Background: an optimization exercise with open tools, aiming at small area, a short achievable clock period and few clock cycles per item. Do not read the settings as production practice. In this exercise RTL edits were held to simulation tests only and were not proved equivalent to the original. Power figures rest on the tool's default switching activity, not on a simulated workload.

File: run.sh
#!/bin/bash
# synth_recipe.tcl (not shown) runs the flow's synth.tcl, then flattens the netlist and writes it again
# the make line also repeats each setting of config.mk as NAME=value (left out here)
make -C /OpenROAD-flow-scripts/flow DESIGN_CONFIG=/design/flow/config.mk WORK_HOME=/design/flow/orfs CLKGATE_MAP_FILE= SYNTH_SCRIPT=/design/flow/synth_recipe.tcl finish
File: config.mk
export PLATFORM = sky130hd
export DESIGN_NAME = alu_decode_exec
export DESIGN_NICKNAME = alu_decode_exec
export VERILOG_FILES = /design/flow/design.v
export SDC_FILE = /design/flow/constraint.sdc
export NUM_CORES = 4
export LEC_CHECK = 0
export CAP_MARGIN = 20
export CORE_MARGIN = 2
export CORE_UTILIZATION = 30
export SLEW_MARGIN = 20
File: constraint.sdc
create_clock -name core_clock -period 12.0 [get_ports {clk}]
set_input_delay 2.4000 -clock core_clock [delete_from_list [all_inputs] [get_ports {clk}]]
set_output_delay 2.4000 -clock core_clock [all_outputs]
set_load 0.01 [all_outputs]
File: design.v
module alu_decode_exec #(
    parameter int unsigned XLEN = 32
) (
    input  logic            clk,
    input  logic            reset,
    input  logic            in_valid,
    output logic            in_ready,
    input  logic [1:0]      ALUOp,
    input  logic [2:0]      funct3,
    input  logic [6:0]      funct7,
    input  logic [XLEN-1:0] a,
    input  logic [XLEN-1:0] b,
    output logic            out_valid,
    input  logic            out_ready,
    output logic [XLEN-1:0] result,
    output logic            zero,
    output logic            illegal,
    output logic            busy
);
    localparam int unsigned ShW = $clog2(XLEN);
    localparam logic [1:0] StIdle = 2'd0;
    localparam logic [1:0] StDone = 2'd1;
    localparam logic [1:0] StDiv  = 2'd2;
    localparam logic [3:0] OpIll  = 4'd0;
    localparam logic [3:0] OpAdd  = 4'd1;
    localparam logic [3:0] OpSub  = 4'd2;
    localparam logic [3:0] OpSll  = 4'd3;
    localparam logic [3:0] OpSlt  = 4'd4;
    localparam logic [3:0] OpSltu = 4'd5;
    localparam logic [3:0] OpXor  = 4'd6;
    localparam logic [3:0] OpSrl  = 4'd7;
    localparam logic [3:0] OpSra  = 4'd8;
    localparam logic [3:0] OpOr   = 4'd9;
    localparam logic [3:0] OpAnd  = 4'd10;
    localparam logic [3:0] OpMul  = 4'd11;
    localparam logic [3:0] OpDiv  = 4'd12;
    logic [1:0]      state_q, state_d;
    logic [XLEN-1:0] result_q, result_d;
    logic            zero_q, zero_d;
    logic            illegal_q, illegal_d;
    logic [3:0]      op;
    logic [XLEN-1:0] alu_res;
    logic [ShW-1:0]  shamt;
    logic            accept;
    assign shamt     = b[ShW-1:0];
    assign out_valid = (state_q == StDone);
    assign in_ready  = (state_q == StIdle) | (out_valid & out_ready);
    assign accept    = in_valid & in_ready;
    assign result    = result_q;
    assign zero      = zero_q;
    assign illegal   = illegal_q;
    always_comb begin
        op = OpIll;
        case (ALUOp)
            2'b00: op = OpAdd;
            2'b01: op = OpSub;
            2'b10: begin
                case (funct7)
                    7'b0000000: begin
                        case (funct3)
                            3'b000:  op = OpAdd;
                            3'b001:  op = OpSll;
                            3'b010:  op = OpSlt;
                            3'b011:  op = OpSltu;
                            3'b100:  op = OpXor;
                            3'b101:  op = OpSrl;
                            3'b110:  op = OpOr;
                            default: op = OpAnd;
                        endcase
                    end
                    7'b0100000: begin
                        if (funct3 == 3'b000)      op = OpSub;
                        else if (funct3 == 3'b101) op = OpSra;
                    end
                    7'b0000001: begin
                        if (funct3 == 3'b000) op = OpMul;
                        else if (funct3[2]) op = OpDiv;
                    end
                    default: op = OpIll;
                endcase
            end
            default: begin
                case (funct3)
                    3'b000: op = OpAdd;
                    3'b001: if (funct7 == 7'b0000000) op = OpSll;
                    3'b010: op = OpSlt;
                    3'b011: op = OpSltu;
                    3'b100: op = OpXor;
                    3'b101: begin
                        if (funct7 == 7'b0000000)      op = OpSrl;
                        else if (funct7 == 7'b0100000) op = OpSra;
                    end
                    3'b110:  op = OpOr;
                    default: op = OpAnd;
                endcase
            end
        endcase
    end
    always_comb begin
        alu_res = '0;
        case (op)
            OpAdd:   alu_res = a + b;
            OpSub:   alu_res = a - b;
            OpSll:   alu_res = a << shamt;
            OpSlt:   alu_res = {{(XLEN-1){1'b0}}, $signed(a) < $signed(b)};
            OpSltu:  alu_res = {{(XLEN-1){1'b0}}, a < b};
            OpXor:   alu_res = a ^ b;
            OpSrl:   alu_res = a >> shamt;
            OpSra:   alu_res = $signed(a) >>> shamt;
            OpOr:    alu_res = a | b;
            OpAnd:   alu_res = a & b;
            OpMul:   alu_res = a * b;
            default: alu_res = '0;
        endcase
    end
    logic [XLEN-1:0] quo_q, quo_d, rem_q, rem_d, dvs_q, dvs_d;
    logic [ShW-1:0]  cnt_q, cnt_d;
    logic            qneg_q, qneg_d, rneg_q, rneg_d, remop_q, remop_d;
    logic [XLEN:0]   div_tmp, div_diff;
    logic [XLEN-1:0] step_quo, step_rem, fin_quo, fin_rem;
    logic            a_neg, b_neg;
    assign busy  = (state_q == StDiv);
    assign a_neg = ~funct3[0] & a[XLEN-1];
    assign b_neg = ~funct3[0] & b[XLEN-1];
    always_comb begin
        div_tmp  = {rem_q, quo_q[XLEN-1]};
        div_diff = div_tmp - {1'b0, dvs_q};
        if (!div_diff[XLEN]) begin
            step_rem = div_diff[XLEN-1:0];
            step_quo = {quo_q[XLEN-2:0], 1'b1};
        end else begin
            step_rem = div_tmp[XLEN-1:0];
            step_quo = {quo_q[XLEN-2:0], 1'b0};
        end
        fin_quo = qneg_q ? -step_quo : step_quo;
        fin_rem = rneg_q ? -step_rem : step_rem;
    end
    always_comb begin
        state_d   = state_q;
        result_d  = result_q;
        zero_d    = zero_q;
        illegal_d = illegal_q;
        quo_d     = quo_q;
        rem_d     = rem_q;
        dvs_d     = dvs_q;
        cnt_d     = cnt_q;
        qneg_d    = qneg_q;
        rneg_d    = rneg_q;
        remop_d   = remop_q;
        case (state_q)
            StDiv: begin
                quo_d = step_quo;
                rem_d = step_rem;
                cnt_d = cnt_q + 1'b1;
                if (cnt_q == ShW'(XLEN - 1)) begin
                    result_d  = remop_q ? fin_rem : fin_quo;
                    zero_d    = (result_d == '0);
                    illegal_d = 1'b0;
                    state_d   = StDone;
                end
            end
            default: begin
                if (out_valid && out_ready) state_d = StIdle;
                if (accept) begin
                    if (op == OpDiv) begin
                        quo_d   = a_neg ? -a : a;
                        dvs_d   = b_neg ? -b : b;
                        rem_d   = '0;
                        cnt_d   = '0;
                        qneg_d  = (a_neg ^ b_neg) & (b != '0);
                        rneg_d  = a_neg;
                        remop_d = funct3[1];
                        state_d = StDiv;
                    end else
                    begin
                        result_d  = (op == OpIll) ? '0 : alu_res;
                        zero_d    = (result_d == '0);
                        illegal_d = (op == OpIll);
                        state_d   = StDone;
                    end
                end
            end
        endcase
    end
    always_ff @(posedge clk) begin
        if (reset) begin
            state_q   <= StIdle;
            result_q  <= '0;
            zero_q    <= 1'b1;
            illegal_q <= 1'b0;
            quo_q     <= '0;
            rem_q     <= '0;
            dvs_q     <= '0;
            cnt_q     <= '0;
            qneg_q    <= 1'b0;
            rneg_q    <= 1'b0;
            remop_q   <= 1'b0;
        end else begin
            state_q   <= state_d;
            result_q  <= result_d;
            zero_q    <= zero_d;
            illegal_q <= illegal_d;
            quo_q     <= quo_d;
            rem_q     <= rem_d;
            dvs_q     <= dvs_d;
            cnt_q     <= cnt_d;
            qneg_q    <= qneg_d;
            rneg_q    <= rneg_d;
            remop_q   <= remop_d;
        end
    end
endmodule
==> summary.txt <==
Crit. Startpoint=a[7]; Std-Cell Rows=128; clock group share of total power=3.9%; worst hold path startpoint=result_q[7]; Sw Pwr=8.06 mW; crit path capture type=flip-flop; Placer Congestion=1.06; endpoints failing setup=0; Synth Net Count=5609; CTS tree=built; final worst path period share=94.6%; Nets=5571; Die Wd=354 um; pwr/cell area=332 mW/mm^2; grt peak-use layer=met2; DRC viols=0; crit-path max cell delay=0.74 ns; Yosys cell types=103; Syn Area/Cell=7.55 um^2; DIE HEIGHT=354 um; layout cells sized above 1=7.40%; Crit Path Category=input port to flip-flop; wirelength, routed=180000 um; sequential element share of the synthesized area=7.64%; total I/O pin count=117; worst slew pin tran=1.28 ns; CP dominant cell by count=fa_1; Max IR drop VDD=1.05 mV; die area=0.125 mm^2; CTS Buffer Depth=2; CTS sink count=140; Resized cells post-CTS=0; first-pass GRT wire length=261000 um; routed len/inst=27.9 um; Post-synth EDFFs=0; initial core utilization=30.2%; GR Util met3=8.03%; Comb power frac=92.5%; outcome=complete, no violations; Hold Fails Final Rpt=0; crit-path leading delay family=adder cells; Post-synth ARST share=0%; Gate Count Post-Synth=4860; synth warn=1; Max stage delay cell, worst path=clkdlybuf4s50_1; Synth Flop Type=dfxtp_1; Root Buffer Master=clkbuf_16; post-route minimum period=11.35 ns; worst skew pair latency=0.45 ns; Post-CTS Setup Bufs=0; max_slew headroom=13.9%; Leakage=17.3 nW; CTS Buf Count=17; CP Max Fanout=15; average via count per standard cell=6.04; vias=39000; drt initial violations=5466; reg2reg start=quo_q[31]; area delta synth->final=10.4%; met2 Usage GRT=41.0%; #FFs+latches synth=140; Worst Path Arrival=11.74 ns; Post-Syn Area=0.0367 mm^2; pin count of the biggest net entering global routing=97; Port Buffers=116; drt first pass iters=8; grt ovf=0; Clock Pin Slew Worst Setup and Hold Paths=0.07 ns; Crit path required time=12.38 ns; vias in the first global route=37500; Hold Path Class=flip-flop to flip-flop; sw frac=59.9%; GR Layer Usage met1=37.6%; fmax=88.1 MHz; RSZ-0062 raised after global routing=no; Flop pwr share=3.6%; Min Hold Slack=0.454 ns; Final Skew=0.0137 ns; CP Launch Type=input port; H-tree depth=4; initial antenna violation count=11; Slew Limit Fails=0; Fill cells=13000; CTS Hold Bufs=0; HPWL after detailed placement=141000 um; Design Power=13.5 mW; setup TNS=0 ns; antenna-violating nets left=0; GR Util All Layers=28.0%; Buf/Inv on CP=4; max cap viols=0; core region area=0.122 mm^2; internal power=5.40 mW
metrics by stage:
stage / utilization [%] / setup WS [ns] / cells / area (um^2)
floorplan: - / 0.884 / 4860 / 36700
global route: 33.3 / 0.162 / 6460 / 40500
detailed placement: 32.8 / 0.475 / 6428 / 39900
CTS: 33.3 / 0.928 / 6460 / 40500
global placement: 32.8 / 0.505 / 6428 / 39900
finish: 33.3 / 0.645 / 6462 / 40500
worst min-delay path, cell delays in order (launching register included):
cell and delay (ns):
dfxtp_1 0.31, nand2_1 0.05, a21oi_1 0.05
flip-flops by register name, summed over array words and instances, names as in the netlist:
name	flops
dvs_q	32
quo_q	32
rem_q	32
result_q	32
cnt_q	5
state_q	2
illegal_q	1
qneg_q	1
remop_q	1
rneg_q	1
zero_q	1
power by group through the flow:
stage | logic, mW | clock network [mW] | registers, mW
6_report | 12.4 | 0.530 | 0.485
5_1_grt | 13.5 | 0.555 | 0.487
4_1_cts | 12.1 | 0.537 | 0.485
3_5_place_dp | 12.0 | 0 | 0.496
3_3_place_gp | 11.9 | 0 | 0.496
2_1_floorplan | 7.92 | 0 | 0.500
synthesized netlist by cell type (28+ instances only):
master | n | share of area [%]
nor2_1 | 684 | 7.0
inv_1 | 514 | 5.3
nand2_1 | 490 | 5.0
fa_1 | 411 | 22
a21oi_1 | 281 | 3.8
clkbuf_1 | 265 | 2.7
ha_1 | 258 | 8.8
o21ai_0 | 180 | 2.5
xnor2_1 | 167 | 4.0
dfxtp_1 | 140 | 7.6
nand3_1 | 99 | 1.3
a211oi_1 | 95 | 1.9
mux2i_1 | 84 | 2.3
nor3_1 | 81 | 1.1
a31oi_1 | 61 | 1.0
xor2_1 | 56 | 1.3
buf_1 | 52 | 0.53
o211ai_1 | 49 | 1.0
nand4_1 | 41 | 0.70
nor4_1 | 40 | 0.68
a21o_1 | 37 | 0.76
mux4_2 | 37 | 2.3
o31ai_1 | 35 | 0.72
nand2b_1 | 33 | 0.56
mux2_2 | 30 | 0.92
or3_1 | 28 | 0.48
layer usage:
metal | up-vias | part of all wire [%]
met4 | 20 | 6.0
met2 | 2693 | 41
li1 | 16600 | -
met1 | 19100 | 40
met5 | - | 0.059
met3 | 556 | 13
worst paths after layout:
path | depth (start not counted) | end | slack [ns]
min reg2reg | 2 | result_q[7] | 0.45
min | 2 | result_q[7] | 0.45
max | 29 | zero_q | 0.65
max reg2reg | 26 | zero_q | 4.09
layout by cell type, fill, tap and decap left out, types with 28 or more instances in the layout:
master / Yosys / layout
nor2_1: 684 / 682
inv_1: 514 / 511
nand2_1: 490 / 490
fa_1: 411 / 411
a21oi_1: 281 / 280
ha_1: 258 / 258
o21ai_0: 180 / 180
buf_4: 2 / 174
xnor2_1: 167 / 167
dfxtp_1: 140 / 140
clkdlybuf4s50_1: 0 / 110
nand3_1: 99 / 96
a211oi_1: 95 / 94
mux2i_1: 84 / 84
nor3_1: 81 / 77
a31oi_1: 61 / 61
xor2_1: 56 / 56
o211ai_1: 49 / 49
nand4_1: 41 / 41
nor4_1: 40 / 40
a21o_1: 37 / 37
mux4_2: 37 / 37
o31ai_1: 35 / 35
nand2b_1: 33 / 32
mux2_2: 30 / 30
or3_1: 28 / 28
layout make-up:
class | count | area (um^2) | area share [%]
Tap cell | 1625 | 2030 | 5.02
Timing Repair Buffer | 287 | 2420 | 5.98
Antenna cell | 2 | 5.00 | 0.0124
Clock buffer | 18 | 439 | 1.08
Clock inverter | 14 | 145 | 0.358
Sequential cell | 140 | 2800 | 6.92
Inverter | 540 | 2030 | 5.00
Multi-Input combinational cell | 3836 | 30600 | 75.6
cell families (layout without fill, tap and decap cells):
family / Yosys count / after routing / share of synthesized area, %
AND/OR/NAND/NOR: 1672 / 1672 / 20.4
flip-flops: 140 / 140 / 7.64
adder cells (fa/ha/maj): 669 / 669 / 31.2
other: 0 / 2 / 0
XOR/XNOR: 223 / 223 / 5.32
multiplexers: 151 / 151 / 5.48
AO/OA/AOI/OAI: 1121 / 1121 / 20.8
buffers and inverters: 884 / 859 / 9.15
Testbench counts, summed over its fixed seeds: cycles 34,984, items 16,000.

[re-timing with driven ports]
The results above use ideal ports. As a check the final layout listed here was re-extracted and re-timed, cells and wires unchanged. Step 1 (the two cells are an assumption about what drives the block):
set clk [get_ports {clk}]
set_driving_cell -lib_cell sky130_fd_sc_hd__clkbuf_16 $clk
set_driving_cell -lib_cell sky130_fd_sc_hd__buf_2 [delete_from_list [all_inputs] $clk]
Step 2 also shifts input and output timing later by t, the mid clock arrival at the registers, as if the neighbouring blocks saw the same clock. Slacks: ideal / step 1 / step 2; pairs: ideal / step 1.
shift t [ns]: 0.489
slack for setup (ns): 0.645 / 0.660 / 0.171
worst register clock-pin slew, ns: 0.07 / 0.07
worst data-port slew with drivers (ns): 0.14
cell pins on the clock port's net: 1
After both steps this run still meets setup and hold. For this run, drivers alone change the setup slack by +0.015 ns; drivers and shift together by -0.474 ns.
